Source: an optimization exercise on an open RTL-to-GDS flow (aim: small area and few clock cycles). Production flows keep margins and buffers that such runs may drop.
At most, simulation tests tie the RTL to the original design; equivalence was not proved.
Only the layout flow was run in runs 4 to 6; the RTL was not checked for function there.
No activity file was given, so power comes from the tool's default toggle rates.

**design/flow/flow/run.sh**
```bash
#!/bin/bash
# Layout flow: the standard flow (standard.sh) with
#  - synthesis mapping the logic through a stronger ABC area script, without
#    ORFS's hard adder cells (flip-flops are mapped before ABC, as in the standard flow's);
#  - port buffers of the smallest buffer cell;
#  - a clock tree of clkbuf_8 leaves without dummy loads.
set -euo pipefail
here=$PWD
export BUFFER_PORTS_ARGS="-buffer_cell sky130_fd_sc_hd__buf_1"
export CTS_ARGS="-sink_clustering_enable -repair_clock_nets -dont_use_dummy_load -buf_list sky130_fd_sc_hd__clkbuf_8 -sink_clustering_size 25 -sink_clustering_max_diameter 80"
sed -e "s#SYNTH_SCRIPT=[^ ]*#SYNTH_SCRIPT=$here/flow/area_synth.tcl ADDER_MAP_FILE=#" standard.sh > area_standard.sh
bash area_standard.sh > area_standard.log 2>&1
```
**design/flow/flow/abc_area.script**
```
strash
dc2
strash
&get -n
&fraig -x
&put
strash
dch -f
amap
topo
buffer -c
upsize -c
dnsize -c
```
**design/flow/flow/area_synth.tcl**
```tcl
# The standard flow's synthesis script (synth_recipe.tcl), with ABC run on a stronger area script;
# flip-flops are mapped before ABC runs, so they are the same as the standard flow's.
proc synth {args} { yosys synth -nofsm -noshare {*}$args }
set ::area_abc_script [file join [file dirname [file normalize [info script]]] abc_area.script]

proc abc {args} {
  set i [lsearch -exact $args -script]
  if { $i >= 0 } {
    lset args [expr {$i + 1}] $::area_abc_script
  }
  set i [lsearch -exact $args -D]
  if { $i >= 0 } {
    set args [lreplace $args $i [expr {$i + 1}]]
  }
  yosys abc {*}$args
}
source $::env(SCRIPTS_DIR)/synth.tcl
# left out here: clear keep_hierarchy, flatten, clean up, hide names made inside functions, write 1_2_yosys.v
```
**design/flow/standard.sh**
```bash
#!/bin/bash
# synth_recipe.tcl (not shown) runs the flow's synth.tcl, then flattens the netlist and writes it again
# the make line also repeats each setting of config.mk as NAME=value (left out here)
make -C /OpenROAD-flow-scripts/flow DESIGN_CONFIG=/design/flow/config.mk WORK_HOME=/design/flow/orfs CLKGATE_MAP_FILE= SYNTH_SCRIPT=/design/flow/synth_recipe.tcl "${@:-finish}"
```
**design/flow/config.mk**
```make
export PLATFORM = sky130hd
export DESIGN_NAME = seven_bit_framed_sensor_packet_decoder
export DESIGN_NICKNAME = seven_bit_framed_sensor_packet_decoder
export VERILOG_FILES = /design/flow/design.v
export SDC_FILE = /design/flow/constraint.sdc
export NUM_CORES = 4
export LEC_CHECK = 0
export CAP_MARGIN = 20
export CORE_MARGIN = 2
export CORE_UTILIZATION = 70
export SLEW_MARGIN = 20
```
**design/flow/constraint.sdc**
```tcl
create_clock -name core_clock -period 5.0 [get_ports {i_clk}]
set_input_delay 1.0000 -clock core_clock [delete_from_list [all_inputs] [get_ports {i_clk}]]
set_output_delay 1.0000 -clock core_clock [all_outputs]
set_load 0.01 [all_outputs]
```
**design/flow/design.v**
```verilog
package spd_pkg;
    localparam int STORE_WORDS = 9;
    localparam int STORE_BYTES = 2 * STORE_WORDS;
    localparam int END_BIT = 7;
    localparam logic [1:0] ST_OK        = 2'd0;
    localparam logic [1:0] ST_CHECKSUM  = 2'd1;
    localparam logic [1:0] ST_HEADER    = 2'd2;
    localparam logic [1:0] ST_LENGTH    = 2'd3;
    localparam logic KIND_INERTIAL   = 1'b0;
    localparam logic KIND_QUATERNION = 1'b1;
    localparam logic [4:0] INERTIAL_LEN   = 5'd20;
    localparam logic [4:0] QUATERNION_LEN = 5'd10;
    localparam logic [3:0] INERTIAL_WORDS   = 4'd9;
    localparam logic [3:0] QUATERNION_WORDS = 4'd4;
    localparam logic [3:0] GYRO_WORDS       = 4'd3;
    localparam logic [3:0] FRAC_GYRO      = 4'd4;
    localparam logic [3:0] FRAC_ACCEL_MAG = 4'd11;
    localparam logic [3:0] FRAC_QUAT      = 4'd15;
    localparam logic CFG_INERTIAL_CODE   = 1'b0;
    localparam logic CFG_QUATERNION_CODE = 1'b1;
    typedef struct packed {
        logic [1:0] status;
        logic       kind;
    } t_job;
endpackage
module spd_ram (
    input  logic        i_clk,
    input  logic        i_we,
    input  logic [4:0]  i_waddr,    
    input  logic [7:0]  i_wdata,
    input  logic        i_re,       
    input  logic [3:0]  i_rword,    
    output logic [15:0] o_rdata
);
    logic [7:0] r_hi [spd_pkg::STORE_WORDS];   
    logic [7:0] r_lo [spd_pkg::STORE_WORDS];   
    always_ff @(posedge i_clk) begin
        for (int k = 0; k < spd_pkg::STORE_WORDS; k++) begin
            if (i_we && i_waddr == 5'(1 + 2 * k)) begin
                r_hi[k] <= i_wdata;
            end
            if (i_we && i_waddr == 5'(2 + 2 * k)) begin
                r_lo[k] <= i_wdata;
            end
        end
    end
    logic [spd_pkg::STORE_WORDS-1:0] w_sel;
    always_comb begin
        for (int k = 0; k < spd_pkg::STORE_WORDS; k++) begin
            w_sel[k] = i_re && (i_rword == 4'(k));
        end
        o_rdata = 16'd0;
        for (int k = 0; k < spd_pkg::STORE_WORDS; k++) begin
            o_rdata = o_rdata | ({16{w_sel[k]}} & {r_hi[k], r_lo[k]});
        end
    end
endmodule
module spd_emit (
    input  logic                 i_clk,
    input  logic                 i_rst_n,
    input  logic                 i_job_valid,
    input  spd_pkg::t_job        i_job,
    output logic                 o_pend_full,
    output logic                 o_act_ok,
    output logic                 o_act_kind,
    output logic [3:0]           o_rword,
    input  logic [15:0]          i_rdata,
    output logic                 o_out_valid,
    input  logic                 i_out_ready,
    output logic [1:0]           o_status,
    output logic                 o_packet_kind,
    output logic [3:0]           o_word_index,
    output logic signed [15:0]   o_word_value,
    output logic [3:0]           o_fraction_bits,
    output logic                 o_last_flag
);
    logic          r_act_v;
    spd_pkg::t_job r_act;
    logic          r_pend_v;
    spd_pkg::t_job r_pend;
    logic [3:0]    r_k;
    logic          w_ok, w_last, w_take, w_free;
    logic [3:0]    w_last_k;
    always_comb begin
        w_ok     = (r_act.status == spd_pkg::ST_OK);
        w_last_k = (r_act.kind == spd_pkg::KIND_QUATERNION) ? spd_pkg::QUATERNION_WORDS - 4'd1
                                                            : spd_pkg::INERTIAL_WORDS - 4'd1;
        w_last   = !w_ok || (r_k == w_last_k);
        w_take   = r_act_v && i_out_ready;
        w_free   = !r_act_v || (i_out_ready && w_last);
    end
    always_ff @(posedge i_clk) begin
        if (!i_rst_n) begin
            r_act_v  <= 1'b0;
            r_pend_v <= 1'b0;
            r_k      <= 4'd0;
        end else begin
            if (w_free) begin
                r_k <= 4'd0;
                if (r_pend_v) begin
                    r_act_v  <= 1'b1;
                    r_pend_v <= i_job_valid;
                end else begin
                    r_act_v  <= i_job_valid;
                end
            end else begin
                if (w_take) begin
                    r_k <= r_k + 4'd1;
                end
                if (i_job_valid) begin
                    r_pend_v <= 1'b1;
                end
            end
        end
    end
    always_ff @(posedge i_clk) begin
        if (w_free) begin
            if (r_pend_v) begin
                r_act  <= r_pend;
                r_pend <= i_job;
            end else begin
                r_act  <= i_job;
            end
        end else if (i_job_valid) begin
            r_pend <= i_job;
        end
    end
    assign o_pend_full = r_pend_v;
    assign o_act_ok    = r_act_v && w_ok;
    assign o_act_kind  = r_act.kind;
    assign o_rword     = r_k;
    always_comb begin
        o_out_valid   = r_act_v;
        o_status      = r_act.status;
        o_packet_kind = r_act.kind;
        o_word_index  = r_k;
        o_word_value  = signed'(i_rdata);
        o_last_flag   = w_last;
        if (!w_ok) begin
            o_fraction_bits = 4'd0;
        end else if (r_act.kind == spd_pkg::KIND_QUATERNION) begin
            o_fraction_bits = spd_pkg::FRAC_QUAT;
        end else if (r_k < spd_pkg::GYRO_WORDS) begin
            o_fraction_bits = spd_pkg::FRAC_GYRO;
        end else begin
            o_fraction_bits = spd_pkg::FRAC_ACCEL_MAG;
        end
    end
endmodule
module seven_bit_framed_sensor_packet_decoder (
    input  logic                i_clk,
    input  logic                i_rst_n,
    input  logic                i_cfg_we,
    input  logic [0:0]          i_cfg_addr,
    input  logic [7:0]          i_cfg_data,
    input  logic                i_in_valid,
    output logic                o_in_ready,
    input  logic [7:0]          i_rx_byte,
    output logic                o_out_valid,
    input  logic                i_out_ready,
    output logic [1:0]          o_status,
    output logic                o_packet_kind,
    output logic [3:0]          o_word_index,
    output logic signed [15:0]  o_word_value,
    output logic [3:0]          o_fraction_bits,
    output logic                o_last_flag
);
    logic [7:0] r_inert_code, r_quat_code;
    logic [6:0] r_acc;       
    logic [4:0] r_raw;       
    logic [7:0] r_sum;       
    logic       r_chk;       
    logic       r_hdr_i;     
    logic       r_hdr_q;     
    logic          w_accept, w_end, w_has_dec, w_first, w_pend_full, w_hold;
    logic          w_act_ok, w_act_kind;
    logic [2:0]    w_sh;
    logic [7:0]    w_dec, w_sum_old;
    logic          w_chk_dec, w_chk_n, w_any;
    logic          w_hdr_i_n, w_hdr_q_n;
    logic [4:0]    w_wslot;
    logic          w_wstore;
    logic [3:0]    w_rword;
    logic [15:0]   w_rdata;
    spd_pkg::t_job w_job;
    always_ff @(posedge i_clk) begin
        if (!i_rst_n) begin
            r_inert_code <= 8'd9;
            r_quat_code  <= 8'd10;
        end else if (i_cfg_we) begin
            unique case (i_cfg_addr)
                spd_pkg::CFG_INERTIAL_CODE:   r_inert_code <= i_cfg_data;
                spd_pkg::CFG_QUATERNION_CODE: r_quat_code  <= i_cfg_data;
                default: ;
            endcase
        end
    end
    always_comb begin
        w_has_dec = (r_raw[2:0] != 3'd0);
        w_first   = (r_raw == 5'd1);
        w_sh      = ~r_raw[2:0];                  
        w_dec     = 8'({r_acc, i_rx_byte[6:0]} >> w_sh);
        w_sum_old = w_first ? 8'd0 : r_sum;
        w_chk_dec = (w_sum_old == w_dec);
        w_chk_n   = w_has_dec ? w_chk_dec : r_chk;
        w_any     = (r_raw != 5'd0);              
        w_hdr_i_n = w_first ? ({r_acc, i_rx_byte[6]} == r_inert_code) : r_hdr_i;
        w_hdr_q_n = w_first ? ({r_acc, i_rx_byte[6]} == r_quat_code)  : r_hdr_q;
    end
    always_comb begin
        w_wslot  = r_raw - 5'd1 - {3'd0, r_raw[4:3]};
        w_wstore = w_has_dec && (w_wslot != 5'd0) && (w_wslot <= 5'(spd_pkg::STORE_BYTES));
    end
    always_comb begin
        w_hold = w_act_ok && w_has_dec && (w_wslot > {w_rword, 1'b0})
              && (w_wslot <= ((w_act_kind == spd_pkg::KIND_QUATERNION) ? 5'(2 * spd_pkg::QUATERNION_WORDS)
                                                                       : 5'(2 * spd_pkg::INERTIAL_WORDS)));
    end
    assign o_in_ready = !w_pend_full && !w_hold;
    assign w_accept   = i_in_valid && o_in_ready;
    assign w_end      = w_accept && i_rx_byte[spd_pkg::END_BIT];
    always_comb begin
        w_job.kind = spd_pkg::KIND_INERTIAL;
        if (!w_any || !w_chk_n) begin
            w_job.status = spd_pkg::ST_CHECKSUM;
        end else if (w_hdr_i_n) begin
            w_job.status = (r_raw == 5'd22) ? spd_pkg::ST_OK : spd_pkg::ST_LENGTH;
        end else if (w_hdr_q_n) begin
            if (r_raw == 5'd11) begin
                w_job.status = spd_pkg::ST_OK;
                w_job.kind   = spd_pkg::KIND_QUATERNION;
            end else begin
                w_job.status = spd_pkg::ST_LENGTH;
            end
        end else begin
            w_job.status = spd_pkg::ST_HEADER;
        end
    end
    always_ff @(posedge i_clk) begin
        if (!i_rst_n) begin
            r_raw <= 5'd0;
        end else if (w_end) begin
            r_raw <= 5'd0;
        end else if (w_accept) begin
            r_raw[2:0] <= r_raw[2:0] + 3'd1;
            if (r_raw[2:0] == 3'd7 && r_raw[4:3] != 2'd3) begin
                r_raw[4:3] <= r_raw[4:3] + 2'd1;
            end
        end
    end
    always_ff @(posedge i_clk) begin
        if (w_accept) begin
            r_acc   <= i_rx_byte[6:0];
            r_chk   <= w_chk_n;
            r_hdr_i <= w_hdr_i_n;
            r_hdr_q <= w_hdr_q_n;
            if (w_has_dec) begin
                r_sum <= w_sum_old + w_dec;
            end
        end
    end
    spd_ram u_ram (
        .i_clk  (i_clk),
        .i_we   (w_accept && w_wstore),
        .i_waddr(w_wslot),
        .i_wdata(w_dec),
        .i_re   (w_act_ok),
        .i_rword(w_rword),
        .o_rdata(w_rdata)
    );
    spd_emit u_emit (
        .i_clk          (i_clk),
        .i_rst_n        (i_rst_n),
        .i_job_valid    (w_end),
        .i_job          (w_job),
        .o_pend_full    (w_pend_full),
        .o_act_ok       (w_act_ok),
        .o_act_kind     (w_act_kind),
        .o_rword        (w_rword),
        .i_rdata        (w_rdata),
        .o_out_valid    (o_out_valid),
        .i_out_ready    (i_out_ready),
        .o_status       (o_status),
        .o_packet_kind  (o_packet_kind),
        .o_word_index   (o_word_index),
        .o_word_value   (o_word_value),
        .o_fraction_bits(o_fraction_bits),
        .o_last_flag    (o_last_flag)
    );
endmodule
```
==> results of run 1 <==
## cell usage after synthesis (all sizes together)
cell type,number,area (um2)
o22ai,14,93.8
nor2b,8,50.1
or2,1,6.26
a21oi,31,159
nand2b,1,6.26
edfxtp,168,5040
nand4,5,31.3
a31oi,4,40.0
a22o,3,26.3
buf,6,41.3
nor3,14,81.3
a222oi,47,470
and3,2,12.5
o21a,6,45.0
a22oi,1,7.51
a21boi,1,7.51
o21ai,20,100
nand3,28,140
dfxtp,27,541
clkinv,1,3.75
a2111oi,1,8.76
inv,38,145
o31ai,1,7.51
or3,3,33.8
a221o,4,40.0
o32ai,4,35.0
a32oi,1,8.76
nor4,4,31.3
o221ai,4,41.3
a211oi,7,52.6
nor3b,1,7.51
o221a,10,113
a221oi,2,17.5
clkbuf,16,60.1
nor2,80,340
nand2,34,135
o22a,3,26.3
## metal layers
| metal | share of wire | vias up |
|---|---|---|
| li1 | - | 2532 |
| met4 | 0.025 | 0 |
| met1 | 0.37 | 2679 |
| met3 | 0.099 | 40 |
| met5 | 0 | - |
| met2 | 0.50 | 350 |
## tightest hold or removal path: stages (launching register included)
cell and delay [ns]:
dfxtp_1 0.32, inv_1 0.07, a21oi_1 0.06
## state kept, by name, summed over array words and instances (netlist names), 3 cells and up
signal,cells
u_emit.r_act,3
r_sum,8
r_quat_code,8
r_inert_code,8
r_raw,5
u_ram.r_lo,72
r_acc,7
u_emit.r_k,4
u_emit.r_pend,3
u_ram.r_hi,72
## stage by stage
stage / cells / hold WS [ns] / setup WS, ns / total power, W
after floorplan: 601 / 0.444 / 1.18 / 0.00204
after global placement: 797 / 0.463 / 0.682 / 0.00212
after detailed placement: 797 / 0.470 / 0.477 / 0.00213
after CTS: 814 / 0.482 / 0.467 / 0.00286
after global routing: 814 / 0.540 / 0.0914 / 0.00294
final: 814 / 0.487 / 0.424 / 0.00285
## layout by cell type (no fill, tap or decap), types with 2 or more instances in the layout
cell type / netlist / routed
a211oi_1: 7 / 7
a21oi_1: 30 / 30
a221o_1: 4 / 4
a221oi_1: 2 / 2
a222oi_1: 47 / 47
a22o_1: 3 / 3
a31oi_1: 3 / 3
and3_1: 2 / 2
buf_1: 0 / 51
buf_4: 2 / 24
clkbuf_8: 0 / 17
dfxtp_1: 27 / 27
edfxtp_1: 168 / 168
inv_1: 31 / 31
inv_2: 6 / 6
nand2_1: 33 / 33
nand3_1: 28 / 28
nand4_1: 5 / 5
nor2_1: 74 / 74
nor2_4: 5 / 5
nor2b_1: 8 / 8
nor3_1: 13 / 12
nor4_2: 1 / 3
o21a_1: 6 / 6
o21ai_0: 16 / 14
o21ai_1: 4 / 6
o221a_2: 10 / 10
o221ai_1: 3 / 3
o22a_1: 3 / 3
o22ai_1: 13 / 13
o32ai_2: 0 / 4
or3_4: 3 / 3
## cell families after synthesis
| logic type | synth area share |
|---|---|
| AOI/OAI and AO/OA | 0.162 |
| DFF | 0.697 |
| buffers and inverters | 0.0312 |
| and+or+nand+nor | 0.109 |
## power by group
part	switching, W	internal, W	total, W
sequential	0.0000192	0.00182	0.00184
combinational	0.000180	0.0000810	0.000261
clock	0.000452	0.000301	0.000753
total	0.000651	0.00220	0.00285
## layout make-up
class                      count  area share
multi-input combinational    345       0.254
sequential                   195       0.639
inverter                      39      0.0170
tap                          143      0.0205
timing repair buffer          75      0.0425
clock buffer                  17      0.0268
## worst min path at each step
stage                                      startpoint                           to  slack [ns]  cells past startpoint
after detailed placement  r_quat_code[5]$_SDFFE_PN0P_  r_quat_code[5]$_SDFFE_PN0P_        0.47                      2
final                     r_quat_code[5]$_SDFFE_PN0P_  r_quat_code[5]$_SDFFE_PN0P_        0.49                      2
after CTS                 r_quat_code[5]$_SDFFE_PN0P_  r_quat_code[5]$_SDFFE_PN0P_        0.48                      2
after global routing      r_quat_code[5]$_SDFFE_PN0P_  r_quat_code[5]$_SDFFE_PN0P_        0.54                      2
after global placement    r_quat_code[6]$_SDFFE_PN0P_  r_quat_code[6]$_SDFFE_PN0P_        0.46                      2
after floorplan           r_quat_code[5]$_SDFFE_PN0P_  r_quat_code[5]$_SDFFE_PN0P_        0.44                      2
==> metrics.csv, run 1 <==
metric;value;unit
per-cell routed wire length;23.3;um
Critical Path Stages;19;
TritonCTS clock tree;yes;
Final Util;0.776;
Max Root-Sink Buffers;2;
Leak;2.87;nW
Worst setup SP type;flip-flop;
Crit Path Max Fanout;18;
Detailed Route WL;19.0;mm
Fmax;219;MHz
Detail Route Antenna Nets;0;
outcome;timing/DRC/antenna clean;
first-pass GRT wire length;29.4;mm
# clock sinks;195;
Final nets;695;
M1 GR Usage;0.398;
Synth Area per Inst;13.3;um2
Clock Latency Late Sink;0.46;ns
vias per cell;6.88;
Worst Hold Class;reg2reg;
FP Rows;39;
syn nets;623;
worst-path cell chain;inv_4, nor2_4, a21oi_2, inv_2, nor2_4, nor2_4, a21oi_1, nor2_4, inv_2, o221ai_1, o221ai_2, a31oi_4, nand2_4, nor2_4, nand4_1, nor2_2, nor2_1, or3_4, nor2_1;
cts-stage hold buffer count;0;
reg2reg start;r_raw[1]$_SDFFE_PP0N_;
fillers;674;
core area;11300;um2
antenna violations before repair;0;
Final Hold Viols;0;
placed cell area;8510;um2
critical path's most frequent cell;nor2_4;
flip-flop and latch area;5590;um2
layout cell share with drive strength beyond 1;0.121;
critical path class;reg2reg;
worst rel slew slack;0.396;
IO Pins;52;
Starting Density;0.711;
Final Instance Area;8740;um2
Worst Path Arrival;4.66;ns
Post-DP HPWL;12.8;mm
Ys Warns;5;
post-route setup TNS;0;ns
Tmin final;4.58;ns
Post-Syn Area;8010;um2
Reg clk slew, reported paths;0.08;ns
Die Y;111;um
skew final;0.0384;ns
gpl congestion;0.897;
grt met3 use;0.0793;
total CTS buffers;17;
Post-CTS Setup Bufs;0;
PwrDens;327;nW/um2
Total GRT Usage;0.318;
CP Capture Point;u_ram.r_hi[5][7]$_DFFE_PP_;
die footprint;12300;um2
worst r2r path cells;19;
fin. max-slew vios;0;
global-route met2 utilization;0.530;
detailed-route DRC error count;0;
Multi-input gate area;2220;um2
die width;111;um
vias in the first global route;5543;
Worst Path Required;5.08;ns
Pre-antenna DRT Iters;6;
Clock Tree Root;clkbuf_8;
synthesis-to-layout area growth;9.12;%
CP endpoint kind;flip-flop;
final setup vio count;0;
fin crit share;0.915;
GRT Residual Overflow;0;
Top Family by Delay on Critical Path;simple AND/OR/NAND/NOR gates;
Mapped Cells;601;
Seq/Total Area, Yosys;0.697;
max_cap viols;0;
r2r setup slk;0.42;ns
Worst path max stage delay;0.73;ns
Critical Path Start;r_raw[1]$_SDFFE_PP0N_;
Least-Margin Pin Slew;0.903;ns
IO buf count;51;
Antenna Cells;0;
CP max stage cell;dfxtp_1;
worst r2r dst;u_ram.r_hi[5][7]$_DFFE_PP_;
CP bufs+invs;3;
CTS resizes;0;
Synth cell types;51;
routed vias;5601;
largest net degree at the start of global routing;22;
unrepaired setup endpoints after global routing;no;
grt peak-use layer;met2;
CTS HTree Levels;4;
initial DRC count;733;
#FFs+latches synth;195;
Max VDD drop;0.185;mV
Testbench counts, summed over its fixed seeds: cycles 7,295.
==> run 2, diff against run 1 <==
==> design/flow/flow/abc_area.script (replaced) <==
strash
&get -n
&fraig -x
&put
dc2
strash
&get -n
&dch -f
&nf -R 1000
&put
buffer -c
topo
stime -c
dnsize -c
--- a/design/flow/config.mk
+++ b/design/flow/config.mk
@@ -7,5 +7,5 @@
 export LEC_CHECK = 0
-export CAP_MARGIN = 20
+export CAP_MARGIN = 10
 export CORE_MARGIN = 2
-export CORE_UTILIZATION = 70
-export SLEW_MARGIN = 20
+export CORE_UTILIZATION = 75
+export SLEW_MARGIN = 10
==> metrics.csv, run 2 <==
metric;value;unit;change
outcome;timing/DRC/antenna clean;;unchanged
Leak;2.87;nW;about the same
largest net degree at the start of global routing;31;;was 22
Synth Flop Type;edfxtp_1;;unchanged
Synth cell types;47;;was 51
Post-synth EDFFs;168;;unchanged
routed vias;5624;;was 5,601
Hold Slack;0.504;ns;was 0.487 ns
# clock sinks;195;;unchanged
Max Root-Sink Buffers;2;;unchanged
placed cells;787;;was 797
FFs w/ async S/R, synth;0;;unchanged
core area;10400;um2;was 11,300 um2
detailed-route DRC error count;0;;unchanged
FP Rows;37;;was 39
Worst Path Arrival;4.88;ns;was 4.66 ns
Commonest cells post-synth;168 x edfxtp_1, 80 x nor2_1, 48 x a222oi_1;;was 168 x edfxtp_1, 74 x nor2_1, 47 x a222oi_1
die footprint;11500;um2;was 12,300 um2
#FFs+latches synth;195;;unchanged
Total GRT Usage;0.336;;was 0.318
vias per cell;7.00;;was 6.88
Clock Latency Late Sink;0.45;ns;was 0.46 ns
per-cell routed wire length;23.0;um;was 23.3 um
antenna violations before repair;0;;unchanged
first-pass GRT wire length;28.4;mm;was 29.4 mm
Final nets;692;;was 695
critical path class;reg2reg;;unchanged
Post-Syn Area;8020;um2;was 8010 um2
unrepaired setup endpoints after global routing;yes;;was no
largest cells by area after synthesis;edfxtp_1 63%, dfxtp_1 6.7%, a222oi_1 6.0%, nor2_1 3.7%, nand2_1 1.9%;;was edfxtp_1 63%, dfxtp_1 6.7%, a222oi_1 5.9%, nor2_1 3.5%, a21oi_1 1.9%
Regs by FF count;u_ram.r_hi: 72 flops, u_ram.r_lo: 72 flops;;unchanged
Die Y;107;um;was 111 um
CTS HTree Levels;4;;unchanged
Worst Path Required;5.07;ns;was 5.08 ns
fillers;541;;was 674
TritonCTS clock tree;yes;;unchanged
syn nets;631;;was 623
layout cell share with drive strength beyond 1;0.0808;;was 0.121
PwrDens;325;nW/um2;was 327 nW/um2
total CTS buffers;17;;unchanged
die width;107;um;was 111 um
Post-DP HPWL;12.2;mm;was 12.8 mm
GRT Residual Overflow;0;;unchanged
Mapped Cells;609;;was 601
max_cap viols;0;;unchanged
Fmax;208;MHz;was 219 MHz
gpl congestion;0.875;;was 0.897
worst rel slew slack;0.154;;was 0.396
synthesis-to-layout area growth;8.34;%;was 9.12%
Worst Hold Class;reg2reg;;unchanged
Least-Margin Pin Slew;1.26;ns;was 0.903 ns
Seq/Total Area, Yosys;0.696;;was 0.697
CP endpoint kind;flip-flop;;unchanged
Starting Density;0.774;;was 0.711
most instantiated library cell after synthesis;edfxtp_1;;unchanged
Synth top area share;0.629;;was 0.630
Reg clk slew, reported paths;0.07;ns;was 0.08 ns
skew final;0.0182;ns;was 0.0384 ns
Ys Warns;5;;unchanged
initial DRC count;966;;was 733
vias in the first global route;5297;;was 5,543
fin crit share;0.962;;was 0.915
Post-Layout Cell Count;804;;was 814
Crit Path Max Fanout;9;;was 18
Clock Tree Root;clkbuf_8;;unchanged
fin. max-slew vios;0;;unchanged
Detail Route Antenna Nets;0;;unchanged
Final Util;0.838;;was 0.776
cell taking the most area after synthesis;edfxtp_1;;unchanged
IO buf count;51;;unchanged
final setup vio count;0;;unchanged
IO Pins;52;;unchanged
most frequent cells in the layout;168 x edfxtp_1, 74 x nor2_1, 51 x buf_1;;unchanged
Worst setup SP type;flip-flop;;unchanged
Synth Area per Inst;13.2;um2;was 13.3 um2
Detailed Route WL;18.5;mm;was 19.0 mm
Antenna Cells;0;;unchanged
most common cell after layout, fill and taps aside;edfxtp_1;;unchanged
Pre-antenna DRT Iters;8;;was 6
Max VDD drop;0.183;mV;was 0.185 mV
Tmin final;4.81;ns;was 4.58 ns
Final Hold Viols;0;;unchanged
run 2: cell count changes after synthesis, sizes merged, moves of 8 or more:
cell	delta
a21oi	-10
o22ai	-9
and2	+8
clkbuf	+9
inv	-27
xnor2	+10
xor2	+15
o221a	-10
run 2: through the flow:
stage	TNS [ns]	cell area [um2]	power [W]	worst slack, ns
after CTS	0	8680	0.00282	0.248
after detailed placement	0	8440	0.00211	0.388
after floorplan	0	8020	0.00203	0.0146
after global routing	-0.487	8690	0.00291	-0.0455
final	0	8690	0.00282	0.190
after global placement	0	8440	0.00210	0.732
run 2: metal layers:
metal	track usage	vias up	wire, um
met5	0	-	0
met4	0.122	0	406
met3	0.0696	42	2080
met2	0.557	451	9410
met1	0.447	2649	6610
li1	-	2482	-
run 2: worst max-delay path, stage by stage, from the launching register on:
cell      delay (ns)
dfxtp_1         0.44
xor2_1          0.28
o21ai_0         0.33
a21boi_0        0.54
nor2_1          0.10
nor2_1          0.14
maj3_1          0.21
maj3_1          0.17
o21ai_0         0.08
a31oi_1         0.33
and2_1          0.19
nor2b_1         0.13
buf_4           0.20
nand3_1         0.21
inv_1           0.18
nand2_1         0.11
nor2_1          0.77
run 2: cell type report:
| cell class | instances | area (um2) | share of cell area |
|---|---|---|---|
| Clock buffer | 17 | 234 | 0.0269 |
| Inverter | 11 | 41.3 | 0.00475 |
| Multi-Input combinational cell | 373 | 2310 | 0.266 |
| Sequential cell | 195 | 5590 | 0.642 |
| Tap cell | 136 | 170 | 0.0196 |
| Timing Repair Buffer | 72 | 349 | 0.0402 |
run 2: repair_timing:
| item | CTS | global route |
|---|---|---|
| hold buffers | 0 | 0 |
| setup buffers | 0 | 0 |
| setup endpoints to repair | 0 | 64 |
| resized for setup | 0 | 6 |
run 2: path summary, 6_finish.rpt:
path / slack (ns) / endpoint / cells after the start / startpoint
setup / recovery: 0.19 / u_ram.r_lo[7][1]$_DFFE_PP_ / 16 / r_raw[4]$_SDFFE_PP0P_
hold / removal: 0.50 / r_quat_code[2]$_SDFFE_PN0P_ / 2 / r_quat_code[2]$_SDFFE_PN0P_
setup reg to reg: 0.19 / u_ram.r_lo[7][1]$_DFFE_PP_ / 16 / r_raw[4]$_SDFFE_PP0P_
hold reg to reg: 0.50 / r_quat_code[2]$_SDFFE_PN0P_ / 2 / r_quat_code[2]$_SDFFE_PN0P_
run 2: power by group:
group | switching [W] | internal (W) | total, W
Combinational | 0.000167 | 0.0000782 | 0.000245
Clock | 0.000441 | 0.000301 | 0.000742
Sequential | 0.0000166 | 0.00182 | 0.00183
Total | 0.000625 | 0.00220 | 0.00282
run 2: cells by family after synthesis:
| logic type | Yosys count | share of synthesized area |
|---|---|---|
| compound gates | 123 | 0.115 |
| xor+xnor | 25 | 0.0273 |
| fa+ha+maj | 3 | 0.00374 |
| buf+inv | 41 | 0.0203 |
| flops | 195 | 0.696 |
| mux | 10 | 0.0147 |
| simple gates | 212 | 0.123 |
==> run 3, diff against run 2 <==
--- a/design/flow/flow/run.sh
+++ b/design/flow/flow/run.sh
@@ -9,3 +9,3 @@
 export BUFFER_PORTS_ARGS="-buffer_cell sky130_fd_sc_hd__buf_1"
-export CTS_ARGS="-sink_clustering_enable -repair_clock_nets -dont_use_dummy_load -buf_list sky130_fd_sc_hd__clkbuf_8 -sink_clustering_size 25 -sink_clustering_max_diameter 80"
+export CTS_ARGS="-sink_clustering_enable -repair_clock_nets -dont_use_dummy_load -buf_list sky130_fd_sc_hd__clkbuf_8 -sink_clustering_size 20 -sink_clustering_max_diameter 60"
 sed -e "s#SYNTH_SCRIPT=[^ ]*#SYNTH_SCRIPT=$here/flow/area_synth.tcl ADDER_MAP_FILE=#" standard.sh > area_standard.sh
==> design/flow/flow/abc_area.script (replaced) <==
strash
&get -n
&fraig -x
&put
dc2
strash
&get -n
&dch -f
&nf -R 1000
&put
buffer -c
topo
stime -c
upsize -c
dnsize -c
--- a/design/flow/config.mk
+++ b/design/flow/config.mk
@@ -7,5 +7,5 @@
 export LEC_CHECK = 0
-export CAP_MARGIN = 10
+export CAP_MARGIN = 20
 export CORE_MARGIN = 2
-export CORE_UTILIZATION = 75
-export SLEW_MARGIN = 10
+export CORE_UTILIZATION = 60
+export SLEW_MARGIN = 20
==> metrics.csv, run 3 <==
metric;value;unit;change
outcome;timing/DRC/antenna clean;;unchanged
CTS HTree Levels;4;;unchanged
global-route met2 utilization;0.425;;was 0.557
Worst Path Arrival;4.18;ns;was 4.88 ns
FP Rows;42;;was 37
grt peak-use layer;met2;;unchanged
Seq/Total Area, Yosys;0.686;;was 0.696
Worst Path Required;5.06;ns;was 5.07 ns
Post-DP HPWL;11.7;mm;was 12.2 mm
Synth cell types;59;;was 47
Post-synth EDFFs;168;;unchanged
IO Pins;52;;unchanged
PwrDens;318;nW/um2;was 325 nW/um2
Detail Route Antenna Nets;0;;unchanged
FFs w/ async S/R, synth;0;;unchanged
antenna violations before repair;0;;unchanged
largest cells by area after synthesis;edfxtp_1 62%, dfxtp_1 6.6%, a222oi_1 5.9%, nor2_1 3.7%, nand2_1 1.8%;;was edfxtp_1 63%, dfxtp_1 6.7%, a222oi_1 6.0%, nor2_1 3.7%, nand2_1 1.9%
#FFs+latches synth;195;;unchanged
worst-path cell chain;xor2_1, or3_4, and2b_4, xnor2_4, maj3_2, maj3_2, o21ai_2, a31oi_4, and2_4, and2b_4, nand3_4, or3_1, nor2_1;;was xor2_1, o21ai_0, a21boi_0, nor2_1, nor2_1, maj3_1, maj3_1, o21ai_0, a31oi_1, and2_1, nor2b_1, buf_4, nand3_1, inv_1, nand2_1, nor2_1
largest net degree at the start of global routing;31;;unchanged
Max VDD drop;0.155;mV;was 0.183 mV
Clock Tree Root;clkbuf_8;;unchanged
grt met3 use;0.0505;;was 0.0696
Clock Latency Late Sink;0.46;ns;was 0.45 ns
routed vias;5296;;was 5,624
Leak;2.93;nW;was 2.87 nW
Worst path max stage delay;0.55;ns;was 0.77 ns
die footprint;14500;um2;was 11,500 um2
Worst Hold Class;reg2reg;;unchanged
Crit Path Max Fanout;12;;was 9
total CTS buffers;17;;unchanged
vias in the first global route;4957;;was 5,297
TritonCTS clock tree;yes;;unchanged
unrepaired setup endpoints after global routing;no;;was yes
core area;13200;um2;was 10,400 um2
per-cell routed wire length;20.4;um;was 23.0 um
detailed-route DRC error count;0;;unchanged
Post-Layout Cell Count;850;;was 804
Hold Slack;0.483;ns;was 0.504 ns
Pre-antenna DRT Iters;7;;was 8
Post-CTS Setup Bufs;0;;unchanged
CP max stage cell;nor2_1;;unchanged
gpl congestion;0.894;;was 0.875
Least-Margin Pin Slew;0.902;ns;was 1.26 ns
syn nets;631;;unchanged
placed cells;833;;was 787
Starting Density;0.614;;was 0.774
Final Hold Viols;0;;unchanged
Synth top area share;0.620;;was 0.629
max_cap viols;0;;unchanged
GRT Residual Overflow;0;;unchanged
fin crit share;0.823;;was 0.962
Detailed Route WL;17.4;mm;was 18.5 mm
Fmax;243;MHz;was 208 MHz
fin. max-slew vios;0;;unchanged
final setup vio count;0;;unchanged
CP endpoint kind;flip-flop;;unchanged
Mapped Cells;609;;unchanged
skew final;0.0362;ns;was 0.0182 ns
synthesis-to-layout area growth;9.18;%;was 8.34%
die width;120;um;was 107 um
IO buf count;51;;unchanged
Tmin final;4.11;ns;was 4.81 ns
Ys Warns;5;;unchanged
Antenna Cells;0;;unchanged
Regs by FF count;u_ram.r_hi: 72 flops, u_ram.r_lo: 72 flops;;unchanged
critical path class;reg2reg;;unchanged
Reg clk slew, reported paths;0.09;ns;was 0.07 ns
cts-stage hold buffer count;0;;unchanged
flip-flop and latch area;5590;um2;unchanged
initial DRC count;639;;was 966
most frequent cells in the layout;168 x edfxtp_1, 80 x nor2_1, 51 x buf_1;;was 168 x edfxtp_1, 74 x nor2_1, 51 x buf_1
# clock sinks;195;;unchanged
cell taking the most area after synthesis;edfxtp_1;;unchanged
Commonest cells post-synth;168 x edfxtp_1, 80 x nor2_1, 48 x a222oi_1;;unchanged
Max Root-Sink Buffers;2;;unchanged
worst rel slew slack;0.398;;was 0.154
Final nets;698;;was 692
post-route setup TNS;0;ns;unchanged
Worst setup SP type;flip-flop;;unchanged
first-pass GRT wire length;27.2;mm;was 28.4 mm
M1 GR Usage;0.342;;was 0.447
most instantiated library cell after synthesis;edfxtp_1;;unchanged
Synth Area per Inst;13.4;um2;was 13.2 um2
fillers;1010;;was 541
layout cell share with drive strength beyond 1;0.110;;was 0.0808
CTS resizes;0;;unchanged
Die Y;120;um;was 107 um
Post-Syn Area;8140;um2;was 8020 um2
vias per cell;6.23;;was 7.00
Multi-input gate area;2410;um2;was 2310 um2
Synth Flop Type;edfxtp_1;;unchanged
Total GRT Usage;0.253;;was 0.336
most common cell after layout, fill and taps aside;edfxtp_1;;unchanged
[run 3: cell count changes in the layout (fill, tap and decap cells not counted), sizes merged]
| cell | previous run | this run |
|---|---|---|
| and2b | 0 | 2 |
| nor2b | 7 | 5 |
| buf | 72 | 78 |
[run 3: path summary, 6_finish.rpt]
kind                                             startpoint                     endpoint  slack [ns]  depth (start not counted)
worst min-delay path            r_quat_code[6]$_SDFFE_PN0P_  r_quat_code[6]$_SDFFE_PN0P_        0.48                          2
worst max register to register        r_raw[4]$_SDFFE_PP0P_   u_ram.r_lo[2][3]$_DFFE_PP_        0.89                         13
worst min register to register  r_quat_code[6]$_SDFFE_PN0P_  r_quat_code[6]$_SDFFE_PN0P_        0.48                          2
worst max-delay path                  r_raw[4]$_SDFFE_PP0P_   u_ram.r_lo[2][3]$_DFFE_PP_        0.89                         13
[run 3: layout make-up]
cell class,instances,share of cell area
Clock buffer,17,0.0263
Inverter,11,0.00465
Multi-Input combinational cell,373,0.271
Sequential cell,195,0.629
Tap cell,176,0.0248
Timing Repair Buffer,78,0.0444
[run 3: critical path, delay by kind of cell (launching register included)]
kind / cells / cell delay (ns)
adder cells (fa/ha/maj): 2 / 0.42
XOR/XNOR: 2 / 0.36
AND/OR/NAND/NOR: 7 / 2.23
AO/OA/AOI/OAI: 2 / 0.28
flip-flops: 1 / 0.43
[run 3: cell families (layout without fill, tap and decap cells)]
family / count (synthesis) / after routing / share of synthesized area
AOI/OAI and AO/OA: 123 / 123 / 0.116
buffers and inverters: 41 / 106 / 0.0209
muxes: 10 / 10 / 0.0145
xor gates and xnor gates: 25 / 25 / 0.0292
adders and majority gates: 3 / 3 / 0.00400
and+or+nand+nor: 212 / 212 / 0.129
DFF: 195 / 195 / 0.686
[run 3: stage by stage]
stage | total power, W | utilization | cell area (um2) | setup WS [ns]
after floorplan | 0.00204 | - | 8140 | 1.19
after global placement | 0.00211 | 0.653 | 8650 | 0.984
after detailed placement | 0.00212 | 0.653 | 8650 | 0.883
after CTS | 0.00284 | 0.671 | 8880 | 0.841
after global routing | 0.00294 | 0.671 | 8880 | 0.558
final | 0.00283 | 0.671 | 8880 | 0.885
[run 3: where the power goes]
group / internal [W] / switching, W / total, W / leakage (nW)
clock network: 0.000301 / 0.000450 / 0.000751 / 0.122
registers: 0.00182 / 0.0000163 / 0.00183 / 1.76
logic: 0.0000829 / 0.000162 / 0.000245 / 1.05
[run 3: per-layer routing]
metal	vias to the layer above	part of all wire
met5	-	0
met4	0	0.0071
met3	12	0.065
met2	197	0.50
met1	2599	0.42
li1	2488	-
==> run 4, diff against run 3 <==
--- a/design/flow/design.v
+++ b/design/flow/design.v
@@ -62,3 +62,3 @@
     input  spd_pkg::t_job        i_job,
-    output logic                 o_pend_full,
+    output logic                 o_busy,
     output logic                 o_act_ok,
@@ -78,6 +78,4 @@
     spd_pkg::t_job r_act;
-    logic          r_pend_v;
-    spd_pkg::t_job r_pend;
     logic [3:0]    r_k;
-    logic          w_ok, w_last, w_take, w_free;
+    logic          w_ok, w_last, w_take;
     logic [3:0]    w_last_k;
@@ -89,3 +87,2 @@
         w_take   = r_act_v && i_out_ready;
-        w_free   = !r_act_v || (i_out_ready && w_last);
     end
@@ -93,40 +90,22 @@
         if (!i_rst_n) begin
-            r_act_v  <= 1'b0;
-            r_pend_v <= 1'b0;
-            r_k      <= 4'd0;
+            r_act_v <= 1'b0;
+            r_k     <= 4'd0;
+        end else if (r_act_v) begin
+            if (w_take) begin
+                r_act_v <= !w_last;
+                r_k     <= w_last ? 4'd0 : r_k + 4'd1;
+            end
         end else begin
-            if (w_free) begin
-                r_k <= 4'd0;
-                if (r_pend_v) begin
-                    r_act_v  <= 1'b1;
-                    r_pend_v <= i_job_valid;
-                end else begin
-                    r_act_v  <= i_job_valid;
-                end
-            end else begin
-                if (w_take) begin
-                    r_k <= r_k + 4'd1;
-                end
-                if (i_job_valid) begin
-                    r_pend_v <= 1'b1;
-                end
-            end
-        end
-    end
-    always_ff @(posedge i_clk) begin
-        if (w_free) begin
-            if (r_pend_v) begin
-                r_act  <= r_pend;
-                r_pend <= i_job;
-            end else begin
-                r_act  <= i_job;
-            end
-        end else if (i_job_valid) begin
-            r_pend <= i_job;
-        end
-    end
-    assign o_pend_full = r_pend_v;
-    assign o_act_ok    = r_act_v && w_ok;
-    assign o_act_kind  = r_act.kind;
-    assign o_rword     = r_k;
+            r_act_v <= i_job_valid;
+        end
+    end
+    always_ff @(posedge i_clk) begin
+        if (!r_act_v) begin
+            r_act <= i_job;
+        end
+    end
+    assign o_busy     = r_act_v;
+    assign o_act_ok   = r_act_v && w_ok;
+    assign o_act_kind = r_act.kind;
+    assign o_rword    = r_k;
     always_comb begin
@@ -174,3 +153,3 @@
     logic       r_hdr_q;     
-    logic          w_accept, w_end, w_has_dec, w_first, w_pend_full, w_hold;
+    logic          w_accept, w_end, w_has_dec, w_first, w_busy, w_hold;
     logic          w_act_ok, w_act_kind;
@@ -218,3 +197,3 @@
     end
-    assign o_in_ready = !w_pend_full && !w_hold;
+    assign o_in_ready = !(w_busy && i_rx_byte[spd_pkg::END_BIT]) && !w_hold;
     assign w_accept   = i_in_valid && o_in_ready;
@@ -275,3 +254,3 @@
         .i_job          (w_job),
-        .o_pend_full    (w_pend_full),
+        .o_busy         (w_busy),
         .o_act_ok       (w_act_ok),
--- a/design/flow/flow/run.sh
+++ b/design/flow/flow/run.sh
@@ -9,3 +9,3 @@
 export BUFFER_PORTS_ARGS="-buffer_cell sky130_fd_sc_hd__buf_1"
-export CTS_ARGS="-sink_clustering_enable -repair_clock_nets -dont_use_dummy_load -buf_list sky130_fd_sc_hd__clkbuf_8 -sink_clustering_size 20 -sink_clustering_max_diameter 60"
+export CTS_ARGS="-sink_clustering_enable -repair_clock_nets -dont_use_dummy_load -buf_list sky130_fd_sc_hd__clkbuf_16 -sink_clustering_size 40 -sink_clustering_max_diameter 120"
 sed -e "s#SYNTH_SCRIPT=[^ ]*#SYNTH_SCRIPT=$here/flow/area_synth.tcl ADDER_MAP_FILE=#" standard.sh > area_standard.sh
==> design/flow/flow/abc_area.script (replaced) <==
strash
dc2
strash
&get -n
&fraig -x
&put
strash
dch -f
amap
topo
buffer -c
upsize -c
dnsize -c
--- a/design/flow/config.mk
+++ b/design/flow/config.mk
@@ -9,3 +9,3 @@
 export CORE_MARGIN = 2
-export CORE_UTILIZATION = 60
+export CORE_UTILIZATION = 70
 export SLEW_MARGIN = 20
==> metrics.csv, run 4 <==
metric;value;unit;change
most instantiated library cell after synthesis;edfxtp_1;;unchanged
FP Rows;38;;was 42
cell taking the most area after synthesis;edfxtp_1;;unchanged
routed vias;5579;;was 5,296
Max VDD drop;0.214;mV;was 0.155 mV
Worst Path Required;5.04;ns;was 5.06 ns
Synth top area share;0.627;;was 0.620
Critical Path Start;r_raw[1]$_SDFFE_PP0P_;;was r_raw[4]$_SDFFE_PP0P_
Reg clk slew, reported paths;0.06;ns;was 0.09 ns
Hold Crit Start;r_quat_code[1]$_SDFFE_PN1P_;;was r_quat_code[6]$_SDFFE_PN0P_
uppermost layer routed;met4;;unchanged
max_cap viols;0;;unchanged
total CTS buffers;17;;unchanged
Final Util;0.807;;was 0.671
layout cell share with drive strength beyond 1;0.126;;was 0.110
PwrDens;359;nW/um2;was 318 nW/um2
Die Y;110;um;was 120 um
Clock Tree Root;clkbuf_16;;was clkbuf_8
Final Hold Viols;0;;unchanged
Ys Warns;5;;unchanged
Synth Flop Type;edfxtp_1;;unchanged
Seq/Total Area, Yosys;0.693;;was 0.686
Mapped Cells;599;;was 609
IO Pins;52;;unchanged
Adder-Cell Fraction of Synth Area;0;;was 0.00400
worst r2r dst;u_ram.r_lo[6][6]$_DFFE_PP_;;was u_ram.r_lo[2][3]$_DFFE_PP_
Synth cell types;52;;was 59
Regs by FF count;u_ram.r_hi: 72 flops, u_ram.r_lo: 72 flops;;unchanged
unrepaired setup endpoints after global routing;no;;unchanged
Hold Slack;0.505;ns;was 0.483 ns
most frequent cells in the layout;165 x edfxtp_1, 62 x nor2_1, 51 x buf_1;;was 168 x edfxtp_1, 80 x nor2_1, 51 x buf_1
synthesis-to-layout area growth;11.7;%;was 9.18%
die width;110;um;was 120 um
gpl congestion;0.955;;was 0.894
# clock sinks;191;;was 195
Synth Area in Compound Gates;0.168;;was 0.116
Detailed Route WL;19.0;mm;was 17.4 mm
Post-Syn Area;7900;um2;was 8140 um2
Total GRT Usage;0.334;;was 0.253
antenna violations before repair;0;;unchanged
cts-stage hold buffer count;0;;unchanged
post-route setup TNS;0;ns;unchanged
#FFs+latches synth;191;;was 195
critical path class;reg2reg;;unchanged
Antenna Cells;0;;unchanged
met3 routed WL;1.81;mm;was 1.13 mm
post-synthesis mux area share;0;;was 0.0145
CP Capture Point;u_ram.r_lo[6][6]$_DFFE_PP_;;was u_ram.r_lo[2][3]$_DFFE_PP_
Detail Route Antenna Nets;0;;unchanged
largest cells by area after synthesis;edfxtp_1 63%, dfxtp_1 6.6%, a222oi_1 4.3%, nor2_1 2.9%, inv_1 2.0%;;was edfxtp_1 62%, dfxtp_1 6.6%, a222oi_1 5.9%, nor2_1 3.7%, nand2_1 1.8%
Worst Hold Class;reg2reg;;unchanged
Clock Latency Late Sink;0.43;ns;was 0.46 ns
Post-CTS Setup Bufs;0;;unchanged
core area;10900;um2;was 13,200 um2
Fmax;225;MHz;was 243 MHz
Leak;2.94;nW;was 2.93 nW
largest net degree at the start of global routing;21;;was 31
first-pass GRT wire length;29.5;mm;was 27.2 mm
Synth Area per Inst;13.2;um2;was 13.4 um2
IO buf count;51;;unchanged
Starting Density;0.722;;was 0.614
detailed-route DRC error count;0;;unchanged
fin crit share;0.888;;was 0.823
fillers;646;;was 1,010
Commonest cells post-synth;165 x edfxtp_1, 62 x nor2_1, 43 x inv_1;;was 168 x edfxtp_1, 80 x nor2_1, 48 x a222oi_1
outcome;timing/DRC/antenna clean;;unchanged
r2r setup slk;0.56;ns;was 0.89 ns
skew final;0.0286;ns;was 0.0362 ns
final setup vio count;0;;unchanged
vias per cell;6.90;;was 6.23
most common cell after layout, fill and taps aside;edfxtp_1;;unchanged
Synth Area in Simple Gates;0.102;;was 0.129
die footprint;12100;um2;was 14,500 um2
worst rel slew slack;0.271;;was 0.398
initial DRC count;835;;was 639
vias in the first global route;5592;;was 4,957
per-cell routed wire length;23.5;um;was 20.4 um
Pre-antenna DRT Iters;6;;was 7
Worst Path Arrival;4.48;ns;was 4.18 ns
TritonCTS clock tree;yes;;unchanged
Final nets;692;;was 698
reg2reg start;r_raw[1]$_SDFFE_PP0P_;;was r_raw[4]$_SDFFE_PP0P_
Worst setup SP type;flip-flop;;unchanged
Crit Path Max Fanout;17;;was 12
CTS HTree Levels;4;;unchanged
worst r2r path cells;18;;was 13
M1 WL;6.88;mm;was 7.36 mm
Tmin final;4.44;ns;was 4.11 ns
Least-Margin Pin Slew;1.09;ns;was 0.902 ns
syn nets;621;;was 631
CTS resizes;0;;unchanged
FFs w/ async S/R, synth;0;;unchanged
Synth Area in XOR/XNOR;0;;was 0.0292
largest family of logic cells by synthesized area;compound AO/OA/AOI/OAI gates;;was simple AND/OR/NAND/NOR gates
fin. max-slew vios;0;;unchanged
Max Root-Sink Buffers;2;;unchanged
Post-synth EDFFs;165;;was 168
GRT Residual Overflow;0;;unchanged
met2 WL;9.86;mm;was 8.74 mm
Post-DP HPWL;12.5;mm;was 11.7 mm
CP endpoint kind;flip-flop;;unchanged
[run 4: cell count changes after synthesis, moves of 6 or more]
cell and delta:
a22oi_1 +12, xnor2_1 -9, nand3_1 -11, o22a_1 +6, nor2_1 -18, o22ai_1 +12, nand4_1 +9, o21ai_0 -13
o221a_2 +12, inv_1 +33, and3_1 -8, a222oi_1 -14, xor2_1 -15
[run 4: kinds of logic (layout without fill, tap and decap cells)]
| family | Yosys count | after routing |
|---|---|---|
| AOI/OAI and AO/OA | 165 | 165 |
| buffers and inverters | 74 | 143 |
| DFF | 191 | 191 |
| and+or+nand+nor | 169 | 169 |
[run 4: area by class of cell]
cell class / instances / area [um2] / share of cell area
multi-input combinational: 334 / 2180 / 0.247
tap: 140 / 175 / 0.0199
timing repair buffer: 76 / 379 / 0.0430
clock buffer: 17 / 425 / 0.0482
inverter: 50 / 188 / 0.0213
sequential: 191 / 5480 / 0.621
[run 4: how the worst min path moves through the flow]
stage | endpoint | slack (ns) | cells after the start
after floorplan | r_quat_code[1]$_SDFFE_PN1P_ | 0.46 | 1
after global placement | r_quat_code[1]$_SDFFE_PN1P_ | 0.48 | 1
after detailed placement | r_quat_code[1]$_SDFFE_PN1P_ | 0.49 | 1
after CTS | r_quat_code[1]$_SDFFE_PN1P_ | 0.50 | 1
after global routing | r_quat_code[1]$_SDFFE_PN1P_ | 0.53 | 1
final | r_quat_code[1]$_SDFFE_PN1P_ | 0.50 | 1
[run 4: through the flow]
step	setup slack (ns)	instances	cell area (um2)	power [W]
after floorplan	1.06	599	7900	0.00202
after global routing	0.210	808	8820	0.00327
after CTS	0.623	808	8820	0.00317
after detailed placement	0.660	791	8400	0.00212
after global placement	0.859	791	8400	0.00210
final	0.559	808	8820	0.00317
[run 4: routing by layer]
metal  track usage  vias up
li1              -     2507
met1         0.401     2670
met2         0.580      358
met3        0.0952       44
met4         0.119        0
met5             0        -
[run 4: critical path, stage by stage, from the launching register on]
cell	delay [ns]
dfxtp_1	0.68
inv_2	0.24
o22ai_2	0.32
nor2_2	0.10
nor2_4	0.11
nand2_2	0.10
nor2_4	0.16
inv_2	0.06
o22ai_2	0.26
nor2_2	0.06
a21oi_1	0.12
o22a_1	0.15
nor3_2	0.05
a21oi_4	0.16
nand2_4	0.11
nor2_8	0.21
o21ai_2	0.12
or3_1	0.38
nor2_1	0.65
[run 4: power by group]
part           internal (W)  switching [W]  leakage (nW)  total [W]
Combinational     0.0000840       0.000188          1.02   0.000272
Clock              0.000592       0.000491         0.209    0.00108
Sequential          0.00179      0.0000226          1.71    0.00182
Total               0.00247       0.000701          2.94    0.00317
==> run 5, diff against run 4 <==
--- a/design/flow/flow/run.sh
+++ b/design/flow/flow/run.sh
@@ -9,3 +9,3 @@
 export BUFFER_PORTS_ARGS="-buffer_cell sky130_fd_sc_hd__buf_1"
-export CTS_ARGS="-sink_clustering_enable -repair_clock_nets -dont_use_dummy_load -buf_list sky130_fd_sc_hd__clkbuf_16 -sink_clustering_size 40 -sink_clustering_max_diameter 120"
+export CTS_ARGS="-sink_clustering_enable -repair_clock_nets -dont_use_dummy_load -buf_list sky130_fd_sc_hd__clkbuf_8 -sink_clustering_size 25 -sink_clustering_max_diameter 80"
 sed -e "s#SYNTH_SCRIPT=[^ ]*#SYNTH_SCRIPT=$here/flow/area_synth.tcl ADDER_MAP_FILE=#" standard.sh > area_standard.sh
==> design/flow/flow/abc_area.script (replaced) <==
strash
&get -n
&fraig -x
&put
balance
rewrite
refactor
balance
rewrite
rewrite -z
balance
refactor -z
rewrite -z
balance
dc2
strash
dch -f
amap
topo
dnsize -c
--- a/design/flow/config.mk
+++ b/design/flow/config.mk
@@ -9,3 +9,3 @@
 export CORE_MARGIN = 2
-export CORE_UTILIZATION = 70
+export CORE_UTILIZATION = 65
 export SLEW_MARGIN = 20
==> metrics.csv, run 5 <==
metric;value;unit;change
Multi-input gate area;2100;um2;was 2180 um2
per-cell routed wire length;22.1;um;was 23.5 um
hold depth;2;;was 1
Final Hold Viols;0;;unchanged
PwrDens;330;nW/um2;was 359 nW/um2
detailed-route DRC error count;0;;unchanged
CTS HTree Levels;4;;unchanged
skew final;0.0190;ns;was 0.0286 ns
Final nets;695;;was 692
worst r2r path cells;17;;was 18
Total GRT Usage;0.301;;was 0.334
Synth Area per Inst;13.3;um2;was 13.2 um2
Seq/Total Area, Yosys;0.715;;was 0.693
cts-stage hold buffer count;0;;unchanged
Fmax;216;MHz;was 225 MHz
Worst Path Required;5.07;ns;was 5.04 ns
Post-Syn Area;7650;um2;was 7900 um2
Post-DP HPWL;12.2;mm;was 12.5 mm
placed cell area;8300;um2;was 8400 um2
most common cell after layout, fill and taps aside;edfxtp_1;;unchanged
GRT Residual Overflow;0;;unchanged
layout cell share with drive strength beyond 1;0.0894;;was 0.126
TritonCTS clock tree;yes;;unchanged
Post-synth EDFFs;165;;unchanged
most instantiated library cell after synthesis;edfxtp_1;;unchanged
die width;113;um;was 110 um
Commonest cells post-synth;165 x edfxtp_1, 74 x nor2_1, 49 x a222oi_1;;was 165 x edfxtp_1, 62 x nor2_1, 43 x inv_1
Critical Path Start;r_raw[1]$_SDFFE_PP0P_;;unchanged
Final Instance Area;8540;um2;was 8820 um2
Crit Path Max Fanout;19;;was 17
Pre-antenna DRT Iters;8;;was 6
Clock Latency Late Sink;0.45;ns;was 0.43 ns
worst rel slew slack;0.421;;was 0.271
CTS resizes;0;;unchanged
Synth cell types;35;;was 52
Detailed Route WL;18.0;mm;was 19.0 mm
Max Root-Sink Buffers;2;;unchanged
final setup vio count;0;;unchanged
Hold Crit Start;r_inert_code[6]$_SDFFE_PN0P_;;was r_quat_code[1]$_SDFFE_PN1P_
IO buf count;51;;unchanged
# clock sinks;191;;unchanged
Synth Flop Type;edfxtp_1;;unchanged
Worst setup SP type;flip-flop;;unchanged
Detail Route Antenna Nets;0;;unchanged
vias per cell;6.78;;was 6.90
Antenna Cells;0;;unchanged
Tmin final;4.62;ns;was 4.44 ns
Regs by FF count;u_ram.r_hi: 72 flops, u_ram.r_lo: 72 flops;;unchanged
critical path class;reg2reg;;unchanged
reg2reg start;r_raw[1]$_SDFFE_PP0P_;;unchanged
gpl congestion;0.913;;was 0.955
Starting Density;0.667;;was 0.722
synthesis-to-layout area growth;11.6;%;was 11.7%
die footprint;12700;um2;was 12,100 um2
Synth top area share;0.647;;was 0.627
initial DRC count;819;;was 835
Max VDD drop;0.224;mV;was 0.214 mV
core area;11500;um2;was 10,900 um2
flip-flop and latch area;5480;um2;about the same
Die Y;113;um;was 110 um
first-pass GRT wire length;28.8;mm;was 29.5 mm
fin crit share;0.924;;was 0.888
FFs w/ async S/R, synth;0;;unchanged
outcome;timing/DRC/antenna clean;;unchanged
fin. max-slew vios;0;;unchanged
antenna violations before repair;0;;unchanged
Worst Path Arrival;4.69;ns;was 4.48 ns
Clock Tree Root;clkbuf_8;;was clkbuf_16
syn nets;599;;was 621
routed vias;5516;;was 5,579
Leak;2.68;nW;was 2.94 nW
#FFs+latches synth;191;;unchanged
fillers;778;;was 646
Post-CTS Setup Bufs;0;;unchanged
unrepaired setup endpoints after global routing;yes;;was no
total CTS buffers;17;;unchanged
Ys Warns;5;;unchanged
largest net degree at the start of global routing;22;;was 21
Mapped Cells;577;;was 599
vias in the first global route;5308;;was 5,592
IO Pins;52;;unchanged
Least-Margin Pin Slew;0.865;ns;was 1.09 ns
most frequent cells in the layout;165 x edfxtp_1, 72 x nor2_1, 51 x buf_1;;was 165 x edfxtp_1, 62 x nor2_1, 51 x buf_1
max_cap viols;0;;unchanged
Final Util;0.745;;was 0.807
largest cells by area after synthesis;edfxtp_1 65%, dfxtp_1 6.8%, a222oi_1 6.4%, nor2_1 3.6%, nand2_1 2.2%;;was edfxtp_1 63%, dfxtp_1 6.6%, a222oi_1 4.3%, nor2_1 2.9%, inv_1 2.0%
cell taking the most area after synthesis;edfxtp_1;;unchanged
Reg clk slew, reported paths;0.07;ns;was 0.06 ns
Worst Hold Class;reg2reg;;unchanged
FP Rows;39;;was 38
CP endpoint kind;flip-flop;;unchanged
[run 5: cell types whose count changed after synthesis, sizes merged, moves of 6 or more]
cell and change:
nor2 +6, clkinv +39, nand4 -7, a222oi +15, o221a -12, o2111ai -6, clkbuf -18, nand3 +10
o21ai +15, inv -49
[run 5: cells by family (layout without fill, tap and decap cells)]
kind of cell | count (synthesis) | after routing | share of synthesized area
compound gates | 168 | 168 | 0.164
buf+inv | 42 | 136 | 0.0216
flops | 191 | 191 | 0.715
simple gates | 176 | 176 | 0.0987
[run 5: worst max-delay path, cell delays in order, from the launching register on]
cell and delay, ns:
dfxtp_2 0.53, clkinv_1 0.14, o22ai_1 0.25, or3_1 0.20
o21ai_0 0.13, nor2_1 0.19, nand2_1 0.13, a22oi_1 0.29
clkinv_1 0.30, a221oi_1 0.36, nor3_1 0.08, a21oi_1 0.17
nand2_1 0.14, nor2_2 0.13, o211ai_1 0.22, nor2_1 0.22
nand2_1 0.15, nor2_1 0.61
[run 5: final timing paths]
path	endpoint	slack (ns)
max	u_ram.r_hi[5][3]$_DFFE_PP_	0.38
min	r_inert_code[6]$_SDFFE_PN0P_	0.47
max reg2reg	u_ram.r_hi[5][3]$_DFFE_PP_	0.38
min reg2reg	r_inert_code[6]$_SDFFE_PN0P_	0.47
[run 5: cell type report]
cell class              count  area share
clock buffers              17      0.0274
inverters                  40      0.0176
multi-input cells         344       0.246
flip-flops and latches    191       0.641
well taps                 143      0.0209
repair buffers             79      0.0470
[run 5: layer usage]
layer / routed length (um) / track usage / vias to the layer above
li1: - / - / 2525
met1: 7240 / 0.418 / 2660
met2: 8980 / 0.500 / 308
met3: 1520 / 0.0481 / 23
met4: 232 / 0.0927 / 0
met5: 0 / 0 / -
[run 5: power by group]
group / internal, W / switching [W]
Sequential: 0.00179 / 0.0000172
Clock: 0.000301 / 0.000439
Combinational: 0.0000749 / 0.000193
Total: 0.00217 / 0.000649
[run 5: metrics by stage]
stage	TNS, ns	total power (W)	hold slack, ns	worst slack (ns)	cells
global route	-0.379	0.00292	0.496	-0.0402	814
finish	0	0.00282	0.473	0.380	814
global placement	0	0.00210	0.457	0.463	796
floorplan	0	0.00200	0.432	0.0781	577
CTS	0	0.00282	0.472	0.230	813
detailed placement	0	0.00211	0.460	0.251	796
==> run 6, diff against run 5 <==
==> design/flow/flow/abc_area.script (replaced) <==
strash
dc2
strash
&get -n
&fraig -x
&put
strash
dch -f
amap
topo
buffer -c
upsize -c
dnsize -c
--- a/design/flow/config.mk
+++ b/design/flow/config.mk
@@ -10,2 +10,3 @@
 export CORE_UTILIZATION = 65
+export GPL_TIMING_DRIVEN = 0
 export SLEW_MARGIN = 20
==> metrics.csv, run 6 <==
metric;value;unit;change
most instantiated library cell after synthesis;edfxtp_1;;unchanged
Synth cell types;52;;was 35
NetSw;0.000657;W;was 0.000649 W
Detailed Route WL;19.2;mm;was 18.0 mm
sequential share of power;0.639;;was 0.642
Max VDD drop;0.165;mV;was 0.224 mV
most common cell after layout, fill and taps aside;edfxtp_1;;unchanged
Multi-input gate area;2250;um2;was 2100 um2
per-cell routed wire length;23.4;um;was 22.1 um
Fmax;214;MHz;was 216 MHz
GRT Residual Overflow;0;;unchanged
Synth Area per Inst;13.2;um2;was 13.3 um2
first-pass GRT wire length;29.2;mm;was 28.8 mm
CTS resizes;0;;unchanged
layout cell share with drive strength beyond 1;0.112;;was 0.0894
Synth top area share;0.627;;was 0.647
Worst setup SP type;flip-flop;;unchanged
Detail Route Antenna Nets;0;;unchanged
hold path endpoint;r_quat_code[1]$_SDFFE_PN1P_;;was r_inert_code[6]$_SDFFE_PN0P_
Antenna Cells;0;;unchanged
worst-path cell chain;nor2_1, nand4_1, nor3_1, buf_2, clkbuf_1, a222oi_1, nand3_1, buf_1;;was clkinv_1, o22ai_1, or3_1, o21ai_0, nor2_1, nand2_1, a22oi_1, clkinv_1, a221oi_1, nor3_1, a21oi_1, nand2_1, nor2_2, o211ai_1, nor2_1, nand2_1, nor2_1
routed vias;5500;;was 5,516
Worst Path Arrival;3.67;ns;was 4.69 ns
final setup vio count;0;;unchanged
core area;11900;um2;was 11,500 um2
Worst Path Required;4.00;ns;was 5.07 ns
Clock Tree Root;clkbuf_8;;unchanged
hold depth;1;;was 2
total CTS buffers;17;;unchanged
outcome;timing/DRC/antenna clean;;unchanged
TritonCTS clock tree;yes;;unchanged
Least-Margin Pin Slew;1.13;ns;was 0.865 ns
Tmin final;4.67;ns;was 4.62 ns
Post-Syn Area;7900;um2;was 7650 um2
sw frac;0.232;;was 0.231
Worst Hold Class;reg2reg;;unchanged
largest net degree at the start of global routing;21;;was 22
Max Root-Sink Buffers;2;;unchanged
CP max stage cell;nor3_1;;was nor2_1
cell taking the most area after synthesis;edfxtp_1;;unchanged
min setup slack post-route;0.335;ns;was 0.380 ns
combinational fraction of design power;0.099;;was 0.095
Pre-antenna DRT Iters;6;;was 8
Commonest cells post-synth;165 x edfxtp_1, 62 x nor2_1, 43 x inv_1;;was 165 x edfxtp_1, 74 x nor2_1, 49 x a222oi_1
Leak;2.81;nW;was 2.68 nW
FP Rows;40;;was 39
post-route setup TNS;0;ns;unchanged
vias in the first global route;5369;;was 5,308
Post-synth EDFFs;165;;unchanged
DP Worst Slack;0.772;ns;was 0.251 ns
Seq/Total Area, Yosys;0.693;;was 0.715
antenna violations before repair;0;;unchanged
worst rel slew slack;0.241;;was 0.421
Final Util;0.727;;was 0.745
die footprint;13000;um2;was 12,700 um2
flip-flop and latch area;5480;um2;about the same
vias per cell;6.72;;was 6.78
Total GRT Usage;0.309;;was 0.301
skew final;0.0296;ns;was 0.0190 ns
unrepaired setup endpoints after global routing;no;;was yes
Tot Pwr;0.00283;W;was 0.00282 W
detailed-route DRC error count;0;;unchanged
CTS HTree Levels;4;;unchanged
Starting Density;0.663;;was 0.667
Pint;0.00218;W;was 0.00217 W
largest cells by area after synthesis;edfxtp_1 63%, dfxtp_1 6.6%, a222oi_1 4.3%, nor2_1 2.9%, inv_1 2.0%;;was edfxtp_1 65%, dfxtp_1 6.8%, a222oi_1 6.4%, nor2_1 3.6%, nand2_1 2.2%
initial DRC count;808;;was 819
worst r2r dst;u_ram.r_hi[7][7]$_DFFE_PP_;;was u_ram.r_hi[5][3]$_DFFE_PP_
critical path class;reg2out;;was reg2reg
# clock sinks;191;;unchanged
Clock Power Share;0.263;;about the same
Ys Warns;5;;unchanged
Regs by FF count;u_ram.r_hi: 72 flops, u_ram.r_lo: 72 flops;;unchanged
Crit Path Max Fanout;10;;was 19
Reg clk slew, reported paths;0.07;ns;about the same
IO Pins;52;;unchanged
cts-stage hold buffer count;0;;unchanged
fin. max-slew vios;0;;unchanged
Post-DP HPWL;13.2;mm;was 12.2 mm
Clock Latency Late Sink;0.47;ns;was 0.45 ns
worst r2r path cells;19;;was 17
Post-CTS Setup Bufs;0;;unchanged
Mapped Cells;599;;was 577
fin crit share;0.933;;was 0.924
Die Y;114;um;was 113 um
Worst path max stage delay;0.76;ns;was 0.61 ns
#FFs+latches synth;191;;unchanged
Critical Path Start;u_emit.r_act[1]$_SDFFCE_PP1N_;;was r_raw[1]$_SDFFE_PP0P_
die width;114;um;was 113 um
syn nets;621;;was 599
Final nets;696;;was 695
Synth Flop Type;edfxtp_1;;unchanged
most frequent cells in the layout;165 x edfxtp_1, 62 x nor2_1, 50 x buf_1;;was 165 x edfxtp_1, 72 x nor2_1, 51 x buf_1
reg2reg start;r_raw[1]$_SDFFE_PP0P_;;unchanged
FFs w/ async S/R, synth;0;;unchanged
IO buf count;50;;was 51
fillers;839;;was 778
r2r setup slk;0.75;ns;was 0.38 ns
gpl congestion;0.968;;was 0.913
max_cap viols;0;;unchanged
synthesis-to-layout area growth;9.70;%;was 11.6%
PwrDens;327;nW/um2;was 330 nW/um2
Hold Crit Start;r_quat_code[1]$_SDFFE_PN1P_;;was r_inert_code[6]$_SDFFE_PN0P_
Final Hold Viols;0;;unchanged
CP endpoint kind;output pin;;was flip-flop
## run 6: how the worst max path moves through the flow
stage	to	slack, ns	cells past startpoint
floorplan	r_sum[7]$_DFFE_PP_	1.06	19
global placement	r_sum[7]$_DFFE_PP_	-0.13	20
detailed placement	u_ram.r_hi[1][2]$_DFFE_PP_	0.77	19
CTS	o_word_value[7]	0.36	7
global route	o_word_value[10]	0.001	8
finish	o_word_value[10]	0.33	8
## run 6: routing by layer
metal  up-vias  track usage  share of wire
li1       2512            -              -
met2       278        0.521           0.50
met4         0        0.152          0.037
met1      2654        0.389           0.38
met5         -            0              0
met3        56       0.0540          0.077
## run 6: worst max-delay path, delay by kind of cell (launching register included)
kind | cells | cell delay [ns]
AND/OR/NAND/NOR | 4 | 1.58
buffers and inverters | 3 | 0.94
flip-flops | 1 | 0.44
AO/OA/AOI/OAI | 1 | 0.26
## run 6: power groups by stage
stage / logic (W) / clock network (W) / registers, W
2_1_floorplan: 0.000182 / 0 / 0.00184
3_3_place_gp: 0.000248 / 0 / 0.00185
3_5_place_dp: 0.000277 / 0 / 0.00185
4_1_cts: 0.000277 / 0.000749 / 0.00181
5_1_grt: 0.000307 / 0.000801 / 0.00181
6_report: 0.000280 / 0.000744 / 0.00181
## run 6: logic make-up after synthesis
| kind of cell | after synthesis | synth area share |
|---|---|---|
| flops | 191 | 0.693 |
| compound gates | 165 | 0.168 |
| buf+inv | 74 | 0.0371 |
| simple gates | 169 | 0.102 |
## run 6: layout make-up
cell class | instances | share of cell area
buffer | 24 | 0.0121
clock buffer | 17 | 0.0270
inverter | 50 | 0.0217
multi-input combinational | 334 | 0.259
timing repair buffer | 56 | 0.0267
tap | 147 | 0.0212
sequential | 191 | 0.632
## run 6: stage by stage
| step | hold WS (ns) | area (um2) | std cells |
|---|---|---|---|
| floorplan | 0.456 | 7900 | 599 |
| global placement | 0.474 | 8270 | 796 |
| detailed placement | 0.482 | 8420 | 802 |
| CTS | 0.499 | 8660 | 819 |
| global route | 0.525 | 8660 | 819 |
| finish | 0.499 | 8660 | 819 |

[what the ideal ports hide]
The results above use ideal ports. As a check the final layouts listed here were re-extracted and re-timed, cells and wires unchanged.
Step 1 sets driving cells, clkbuf_16 on the clock port and buf_2 on the other inputs (assumed; they add their load-dependent delay and slew).
Step 2, shift: input delay + t, output delay - t, t = (earliest + latest rising clock arrival at the registers) / 2. This alone moves slack from input paths to output paths.
Slacks: no drivers / after step 1 / after step 2; pairs: no drivers / after step 1.
| run | shift t [ns] | setup slack, ns |
|---|---|---|
| run 1 | 0.483 | 0.424 / 0.424 / 0.424 |
| run 2 | 0.476 | 0.190 / 0.190 / 0.190 |
| run 3 | 0.480 | 0.885 / 0.885 / 0.885 |
| run 4 | 0.450 | 0.559 / 0.559 / 0.559 |
| run 5 | 0.475 | 0.380 / 0.380 / 0.380 |
| run 6 | 0.491 | 0.335 / 0.297 / 0.749 |
After both steps setup and hold are still met in every run listed.
